Background: an optimization exercise with open tools, aiming at small area, a short achievable clock period and few clock cycles per item. Do not read the settings as production practice. At most, simulation tests tie the RTL to the original design; equivalence was not proved. Power and IR drop assume default switching activity.

==> v9 <==
## wallace_mult
module wallace_mult (
	input  logic                  clk,
	input  logic                  rst_n,
	input  logic                  in_valid,
	input  wallace_pkg::operand_t a,
	input  wallace_pkg::operand_t b,
	output logic                  in_credit,
	output logic                  out_valid,
	output wallace_pkg::product_t product,
	input  logic                  out_credit
);
	localparam int NS = 3;
	logic [NS-1:0] load;
	wallace_pkg::product_t sum_product;
	csa_layer u_csa (
		.clk  (clk),
		.en   (load),
		.a    (a),
		.b    (b),
		.product (sum_product)
	);
	result_buffer #(.NS(NS)) u_result_buffer (
		.clk        (clk),
		.rst_n      (rst_n),
		.in_valid   (in_valid),
		.push_data  (sum_product),
		.out_credit (out_credit),
		.load       (load),
		.out_valid  (out_valid),
		.product    (product),
		.in_credit  (in_credit)
	);
endmodule
==> module result_buffer, before the edit <==
module result_buffer #(
	parameter int NS = 2
) (
	input  logic                  clk,
	input  logic                  rst_n,
	input  logic                  in_valid,
	input  wallace_pkg::product_t push_data,
	input  logic                  out_credit,
	output logic [NS-1:0]         load,
	output logic                  out_valid,
	output wallace_pkg::product_t product,
	output logic                  in_credit
);
	localparam int DEPTH = 2;
	localparam int SLOTS = NS + DEPTH;
	logic [DEPTH-1:0][32-1:0] mem;
	logic [2:0] count;
	logic [2:0] count_next;
	logic [1:0] out_cnt;
	logic [1:0] out_cnt_next;
	logic [NS-1:0] valid;
	logic [NS-1:0] move;
	logic pop;
	logic push;
	logic [2:0] n_ops;
	logic [2:0] n_ops_next;
	logic [2:0] up_cnt;
	logic [2:0] up_cnt_next;
	logic pop_next;
	assign pop = out_valid;
	assign push = move[NS-1];
	assign product = mem[0];
	assign count_next = count + 3'(push) - 3'(pop);
	assign out_cnt_next = out_cnt + 2'(out_credit) - 2'(pop);
	assign n_ops_next = n_ops + 3'(in_valid) - 3'(pop);
	assign up_cnt_next = up_cnt - 3'(in_valid) + 3'(in_credit);
	assign pop_next = (count_next != 3'd0) && (out_cnt_next != 2'd0);
	always_comb begin
		move[NS-1] = valid[NS-1] && ((count != 3'(DEPTH)) || pop);
		for (int k = NS - 2; k >= 0; k--) begin
			move[k] = valid[k] && (!valid[k+1] || move[k+1]);
		end
		load[0] = in_valid;
		for (int k = 1; k < NS; k++) begin
			load[k] = move[k-1];
		end
	end
	for (genvar k = 0; k < DEPTH; k++) begin : g_entry
		logic shift;
		logic fill;
		assign shift = pop && (3'(k + 1) < count);
		assign fill = push && (3'(k) == count - 3'(pop));
		always_ff @(posedge clk) begin
			if (shift || fill) begin
				if (k + 1 < DEPTH && shift) begin
					mem[k] <= mem[(k + 1 < DEPTH) ? k + 1 : k];
				end else begin
					mem[k] <= push_data;
				end
			end
		end
	end
	always_ff @(posedge clk or negedge rst_n) begin
		if (!rst_n) begin
			valid <= '0;
			count <= '0;
			out_cnt <= 2'(2);
			out_valid <= 1'b0;
			n_ops <= '0;
			up_cnt <= 3'(4);
			in_credit <= 1'b0;
		end else begin
			valid <= load | (valid & ~move);
			count <= count_next;
			out_cnt <= out_cnt_next;
			out_valid <= pop_next;
			n_ops <= n_ops_next;
			up_cnt <= up_cnt_next;
			in_credit <= (up_cnt_next < 3'(4)) &&
				(4'(n_ops_next) + 4'(up_cnt_next) - 4'(pop_next) < 4'(SLOTS));
		end
	end
endmodule
clock: 4.0 ns
lec_check: 0
cap_margin: 20
core_margin: 2
core_utilization: 40
setup_slack_margin: 2.1
slew_margin: 20
run.sh (not shown) runs the stock make flow with config.mk's settings and CLKGATE_MAP_FILE= SYNTH_SCRIPT=/design/flow/synth_recipe.tcl, a recipe that flattens the netlist after the stock synthesis.
==> v36 (differences from v9) <==
--- a/flow/design.v
+++ b/flow/design.v
@@ -1859,19 +1859,28 @@
 	logic [NS-1:0] move;
 	logic pop;
 	logic push;
-	logic [2:0] n_ops;
-	logic [2:0] n_ops_next;
 	logic [2:0] up_cnt;
 	logic [2:0] up_cnt_next;
+	logic [2:0] total;
+	logic [2:0] total_next;
 	logic pop_next;
+	logic up_full_next;
+	logic room_next;
 	assign pop = out_valid;
 	assign push = move[NS-1];
 	assign product = mem[0];
 	assign count_next = count + 3'(push) - 3'(pop);
 	assign out_cnt_next = out_cnt + 2'(out_credit) - 2'(pop);
-	assign n_ops_next = n_ops + 3'(in_valid) - 3'(pop);
 	assign up_cnt_next = up_cnt - 3'(in_valid) + 3'(in_credit);
-	assign pop_next = (count_next != 3'd0) && (out_cnt_next != 2'd0);
+	assign total_next = total - 3'(pop) + 3'(in_credit);
+	assign pop_next = (push || (count > 3'd1) || ((count == 3'd1) && !pop)) &&
+		(out_credit || (out_cnt > 2'd1) || ((out_cnt == 2'd1) && !pop));
+	assign up_full_next = ((up_cnt == 3'(4)) && (in_credit || !in_valid)) ||
+		((up_cnt == 3'(4 - 1)) && in_credit && !in_valid);
+	assign room_next = (total < 3'(SLOTS - 1)) ||
+		((total == 3'(SLOTS - 1)) && !(in_credit && !pop)) ||
+		((total == 3'(SLOTS)) && pop && !in_credit) ||
+		(total_next == 3'(SLOTS) && pop_next);
 	always_comb begin
 		move[NS-1] = valid[NS-1] && ((count != 3'(DEPTH)) || pop);
 		for (int k = NS - 2; k >= 0; k--) begin
@@ -1903,18 +1912,17 @@
 			count <= '0;
 			out_cnt <= 2'(2);
 			out_valid <= 1'b0;
-			n_ops <= '0;
 			up_cnt <= 3'(4);
+			total <= 3'(4);
 			in_credit <= 1'b0;
 		end else begin
 			valid <= load | (valid & ~move);
 			count <= count_next;
 			out_cnt <= out_cnt_next;
 			out_valid <= pop_next;
-			n_ops <= n_ops_next;
 			up_cnt <= up_cnt_next;
-			in_credit <= (up_cnt_next < 3'(4)) &&
-				(4'(n_ops_next) + 4'(up_cnt_next) - 4'(pop_next) < 4'(SLOTS));
+			total <= total_next;
+			in_credit <= !up_full_next && room_next;
 		end
 	end
 endmodule
--- a/flow/config.mk
+++ b/flow/config.mk
@@ -8,5 +8,5 @@
 export CAP_MARGIN = 20
 export CORE_MARGIN = 2
 export CORE_UTILIZATION = 40
-export SETUP_SLACK_MARGIN = 2.1
+export SETUP_SLACK_MARGIN = 1.7
 export SLEW_MARGIN = 20
==> notes <==
In v9 the die area is lower than in v36, by 0.58%. Between v9 and v36, the lower non-clock buffer count is in v36 (gap 83). Of v9 and v36, v36 has the higher fmax (gap 31%, measured against v36). Of v9 and v36, v36 has the higher clock-buffer cell count (gap 8). Of v36 and v9, v9 has the higher combinational power (gap about 26%, measured against v9). Against v9, the worst setup slack of v36 is higher by 1.0 ns. Against v36, the core utilization of v9 is higher by 5.2 points.
==> figures <==
Power Sequential: v36 5.82 mW; v9 5.86 mW
Post-route clock skew: v36 0.0117 ns; v9 0.0148 ns
Combinational group share of total power: v36 0.420; v9 0.506
Startpoint of the most critical register-to-register path: v36 u_csa.st1_q[7]; v9 u_result_buffer.count[0]
Maximum resistive drop on vdd: v36 0.000423 V; v9 0.000419 V
Clock group share of total power: v36 0.202; v9 0.156
Combinational logic power: v36 6.47 mW; v9 8.77 mW
Data required, critical path: v36 4.26 ns; v9 4.44 ns
Post-layout min period: v36 2.31 ns; v9 3.36 ns
Area of placed instances: v36 0.0174 mm²; v9 0.0181 mm²
Maximum number of pins on one net before global-route repair: v36 61; v9 42
Leakage: v36 8.12 nW; v9 8.53 nW
Setup slack, reg-to-reg: v36 1.69 ns; v9 0.64 ns
Met3 track demand over resource: v36 0.0427; v9 0.0292
Result of the run: v36 finished clean; v9 finished clean
No functional check of the RTL was part of any run of this note.

========
==> inputs of run a <==
wallace_mult, a different RTL version from the one above (not shown whole).
export LEC_CHECK = 0
export ABC_AREA = 1
export CAP_MARGIN = 20
export CORE_MARGIN = 2
export CORE_UTILIZATION = 50
export CTS_CLUSTER_DIAMETER = 80
export CTS_CLUSTER_SIZE = 30
export SETUP_SLACK_MARGIN = 1.8
export SLEW_MARGIN = 20
create_clock -name core_clock -period 4.0 [get_ports {clk}]
==> run b: changes against run a <==
CORE_UTILIZATION = 40   (was 50)
==> run summary <==
vias in the first global route=roughly 11000; first-pass GRT wire length=60.05 mm; P_sw=0.004765 W; run status=no timing/DRC/antenna violations; Critical Path RT=between 4000 and 5000 ps; Placement Setup Slack=between 1000 and 1500 ps; share of layout cells above drive strength 1=0.1250; PwrDens=between 600 and 700 mW/mm^2; Die Area=roughly 0.036 mm^2
# the run above: run a

==> run summary <==
run status=no timing/DRC/antenna violations; Placement Setup Slack=around 1100 ps; Die Area=~0.044 mm^2; share of layout cells above drive strength 1=0.1152; P_sw=0.004808 W; PwrDens=669.7 mW/mm^2; Critical Path RT=~4300 ps; vias in the first global route=between 10000 and 15000; first-pass GRT wire length=around 62 mm
# the run above: run b

Testbench counts of run a, summed over its fixed seeds: cycles 3,232, items 3,200.
Testbench counts of run b, summed over its fixed seeds: cycles 3,232, items 3,200.

========
==> 01-09: inputs <==
Another version of the RTL of wallace_mult (not shown whole).
make LEC_CHECK=0 CAP_MARGIN=20 CORE_MARGIN=2 CORE_UTILIZATION=40 CTS_CLUSTER_DIAMETER=100 CTS_CLUSTER_SIZE=40 SETUP_SLACK_MARGIN=1.8 SLEW_MARGIN=20 finish   # period 4.0 ns
==> inputs of 11-08, as changes to 01-09 <==
--- a/flow/config.mk
+++ b/flow/config.mk
@@ -7,2 +7,3 @@
 export LEC_CHECK = 0
+export ABC_AREA = 1
 export CAP_MARGIN = 20
@@ -10,5 +11,5 @@
 export CORE_UTILIZATION = 40
-export CTS_CLUSTER_DIAMETER = 100
-export CTS_CLUSTER_SIZE = 40
-export SETUP_SLACK_MARGIN = 1.8
+export CTS_CLUSTER_DIAMETER = 80
+export CTS_CLUSTER_SIZE = 30
+export SETUP_SLACK_MARGIN = 1.7
 export SLEW_MARGIN = 20
==> comparison <==
In 11-08 the first-iteration DRC count is lower than in 01-09, by 23%. Between 01-09 and 11-08, the lower critical path depth is in 11-08 (gap 6). Against 01-09, the final area of 11-08 is lower by 1.4%. Between 11-08 and 01-09, the lower die area is in 01-09 (gap 1.6%, measured against 01-09). Against 11-08, the register-to-register slack of 01-09 is worse by 0.04 ns. Between 01-09 and 11-08, the lower synthesized area is in 01-09 (gap 1.6%, measured against 11-08). Of 01-09 and 11-08, 11-08 has the higher cell count (gap about 13%, measured against 11-08). Combinational power: 01-09 is higher than 11-08 (about 2%). Between 01-09 and 11-08, the lower hold slack is in 11-08 (gap 0.011 ns).
Testbench counts of 01-09, summed over its fixed seeds: cycles 3,232, items 3,200.
Testbench counts of 11-08, summed over its fixed seeds: cycles 3,232, items 3,200.

========
==> sierra <==
RTL: one of the versions met above, not the one the previous note started from.
Settings: LEC_CHECK=0, CAP_MARGIN=20, CORE_MARGIN=2, CORE_UTILIZATION=40, SETUP_SLACK_MARGIN=1.9, SLEW_MARGIN=20; clock period 4.0 ns.
==> lagoon (differences from sierra) <==
--- a/flow/design.v
+++ b/flow/design.v
@@ -1860,9 +1860,11 @@
 	logic pop;
 	logic push;
-	logic [2:0] n_ops;
-	logic [2:0] n_ops_next;
 	logic [2:0] up_cnt;
 	logic [2:0] up_cnt_next;
+	logic [2:0] total;
+	logic [2:0] total_next;
 	logic pop_next;
+	logic up_full_next;
+	logic room_next;
 	assign pop = out_valid;
 	assign push = move[NS-1];
@@ -1870,7 +1872,14 @@
 	assign count_next = count + 3'(push) - 3'(pop);
 	assign out_cnt_next = out_cnt + 2'(out_credit) - 2'(pop);
-	assign n_ops_next = n_ops + 3'(in_valid) - 3'(pop);
 	assign up_cnt_next = up_cnt - 3'(in_valid) + 3'(in_credit);
-	assign pop_next = (count_next != 3'd0) && (out_cnt_next != 2'd0);
+	assign total_next = total - 3'(pop) + 3'(in_credit);
+	assign pop_next = (push || (count > 3'd1) || ((count == 3'd1) && !pop)) &&
+		(out_credit || (out_cnt > 2'd1) || ((out_cnt == 2'd1) && !pop));
+	assign up_full_next = ((up_cnt == 3'(4)) && (in_credit || !in_valid)) ||
+		((up_cnt == 3'(4 - 1)) && in_credit && !in_valid);
+	assign room_next = (total < 3'(SLOTS - 1)) ||
+		((total == 3'(SLOTS - 1)) && !(in_credit && !pop)) ||
+		((total == 3'(SLOTS)) && pop && !in_credit) ||
+		(total_next == 3'(SLOTS) && pop_next);
 	always_comb begin
 		move[NS-1] = valid[NS-1] && ((count != 3'(DEPTH)) || pop);
@@ -1904,6 +1913,6 @@
 			out_cnt <= 2'(2);
 			out_valid <= 1'b0;
-			n_ops <= '0;
 			up_cnt <= 3'(4);
+			total <= 3'(4);
 			in_credit <= 1'b0;
 		end else begin
@@ -1912,8 +1921,7 @@
 			out_cnt <= out_cnt_next;
 			out_valid <= pop_next;
-			n_ops <= n_ops_next;
 			up_cnt <= up_cnt_next;
-			in_credit <= (up_cnt_next < 3'(4)) &&
-				(4'(n_ops_next) + 4'(up_cnt_next) - 4'(pop_next) < 4'(SLOTS));
+			total <= total_next;
+			in_credit <= !up_full_next && room_next;
 		end
 	end
==> run summary <==
| quantity | sierra | lagoon |
|---|---|---|
| Final core occ | 0.529 | 0.526 |
| Status | no timing/DRC/antenna violations | no timing/DRC/antenna violations |
| Area of the die | 42500 um^2 | 42800 um^2 |
| Number of buffers inserted during clock tree synthesis | 34 | 31 |
| Place WS | 439 ps | 1170 ps |
| Via count of the routed design | 10000 | 10000 |
| Clock group power | 2.81 mW | 2.72 mW |
| Diodes inserted | 0 | 1 |
| Delay contributed by the slowest stage of the critical path | 490 ps | 590 ps |
| Number of DRC markers after the initial detailed-route iteration | 642 | 635 |
| Internal power | 10.7 mW | 10.5 mW |
| Sequential share of the synthesized area | 0.509 | 0.506 |
| Fraction of met1 tracks used by global routing | 0.245 | 0.236 |
| Count of distinct cell types in the synthesized netlist | 49 | 50 |
| Final clock-cell share | 0.0468 | 0.0450 |
| Portion of the clock cycle consumed by the worst path in the final layout | 0.828 | 0.591 |
| Worst flop-to-flop path endpoint | u_result_buffer.in_credit | u_csa.st2_q[44] |
| Sequential cell power | 5.80 mW | 5.81 mW |
No run of this note included a check of the RTL's function; only the layout flow was run.

========
==> build 15: inputs <==
Another version of the RTL of wallace_mult (not shown whole).
Settings: LEC_CHECK=0, CAP_MARGIN=20, CORE_MARGIN=2, CORE_UTILIZATION=40, SETUP_SLACK_MARGIN=1.9, SLEW_MARGIN=20; clock period 4.0 ns.
==> inputs of build 90, as changes to build 15 <==
ABC_CLOCK_PERIOD_IN_PS = 2400   (was not set)
SETUP_SLACK_MARGIN = 1.5   (was 1.9)
==> comparison <==
- Against build 90, the fmax of build 15 is lower by 4.1%.
- Of build 90 and build 15, build 15 has the higher clock power (gap about 6%, measured against build 15).
- Wire length: build 90 is lower than build 15 (about 10%).
- In build 90 the sequential share of layout area is higher than in build 15, by 4.2 points.
- In build 15 the global-route usage is higher than in build 90, by 2.0 points.
- In flip-flop and latch count, build 90 and build 15 do not differ.
- Against build 90, the via count of build 15 is larger by about 7.5%.
- Of build 90 and build 15, build 15 has the higher non-clock buffer count (gap 121).
- Against build 15, the cell count of build 90 is smaller by about 5%.
- Die area is the same in build 15 and build 90.
Testbench counts of build 15, summed over its fixed seeds: cycles 3,224, items 3,200.
Testbench counts of build 90, summed over its fixed seeds: cycles 3,224, items 3,200.

========
==> trial 52: inputs <==
wallace_mult with an RTL version that a note above also has.
clock: 4.0 ns
lec_check: 0
abc_area: 1
cap_margin: 20
core_margin: 2
core_utilization: 40
setup_slack_margin: 1.8
slew_margin: 20
==> trial 79 (differences from trial 52) <==
--- a/flow/config.mk
+++ b/flow/config.mk
@@ -10,3 +10,5 @@
 export CORE_MARGIN = 2
-export CORE_UTILIZATION = 40
+export CORE_UTILIZATION = 55
+export CTS_CLUSTER_DIAMETER = 80
+export CTS_CLUSTER_SIZE = 30
 export SETUP_SLACK_MARGIN = 1.8
==> metrics.cfg <==
[pwr]
pwr-share-clk_pct=21.3

[worst_setup_path]
critPathArrivalTime_ps=2510

[placed_design]
dp_cells=2218

[floorplanning]
start_util_pct=40.4

[global_routing]
grt_pass1_vias=11500
use_met1_pct=24.7

[run_status]
status=complete, no violations

[clock_tree]
cts-buffers-inserted=34

# the run above: trial 52

==> metrics.cfg <==
[run_status]
status=complete, no violations

[layout]
nFillCells=2461

[placed_design]
dp_cells=2029

[global_routing]
grt_pass1_vias=11300
use_met1_pct=32.6

[floorplanning]
io_pins=70
start_util_pct=56.2

[timing]
rsz0062_at_grt=yes

[worst_setup_path]
path_class=flop to flop

[clock_tree]
cts-buffers-inserted=17

# the run above: trial 79

Testbench counts of trial 52, summed over its fixed seeds: cycles 3,232, items 3,200.
Testbench counts of trial 79, summed over its fixed seeds: cycles 3,232, items 3,200.

[port drivers added, routing unchanged]
In the flow no input, the clock included, has a driving cell. The finished layouts below were timed again as built, in two steps. Step 1 assumes that a clkbuf_16 drives the clock port and a buf_2 every other input. Step 2 adds t to the input delays and takes it off the output delays; t is the mean of the earliest and latest rising clock arrival at the registers after step 1. Input paths then give back, and output paths get back, about the clock's delay inside the block. Three values: ideal, step 1, step 2; two values: the first two.
run | shift t [ns] | slack for setup (ns) | worst hold slack (ns) | clock arrival spread, ns
v9 | 0.603 | 0.638 / 0.638 / 0.638 | 0.420 / 0.420 / 0.420 | 0.015 / 0.015
v36 | 0.576 | 1.685 / 1.685 / 1.632 | 0.417 / 0.417 / 0.417 | 0.012 / 0.012
run a | 0.558 | 1.823 / 1.783 / 1.321 | 0.445 / 0.445 / 0.445 | 0.030 / 0.030
run b | 0.571 | 1.806 / 1.806 / 1.267 | 0.428 / 0.428 / 0.428 | 0.023 / 0.024
01-09 | 0.556 | 1.733 / 1.701 / 1.210 | 0.443 / 0.441 / 0.443 | 0.039 / 0.039
11-08 | 0.581 | 1.760 / 1.709 / 1.252 | 0.432 / 0.432 / 0.432 | 0.029 / 0.029
sierra | 0.564 | 0.687 / 0.687 / 0.438 | 0.421 / 0.421 / 0.421 | 0.016 / 0.016
lagoon | 0.617 | 1.634 / 1.634 / 1.634 | 0.418 / 0.418 / 0.418 | 0.025 / 0.025
build 15 | 0.557 | 1.357 / 1.351 / 0.794 | 0.419 / 0.419 / 0.419 | 0.021 / 0.020
build 90 | 0.574 | 1.464 / 1.488 / 0.914 | 0.422 / 0.422 / 0.422 | 0.026 / 0.026
trial 52 | 0.581 | 1.780 / 1.780 / 1.245 | 0.420 / 0.420 / 0.420 | 0.013 / 0.013
trial 79 | 0.565 | 1.761 / 1.761 / 1.336 | 0.428 / 0.428 / 0.428 | 0.031 / 0.030
After both steps setup and hold are still met in every run listed. The setup slack of build 15, which loses most, moves by -0.006 ns with the drivers and by -0.563 ns with both steps.
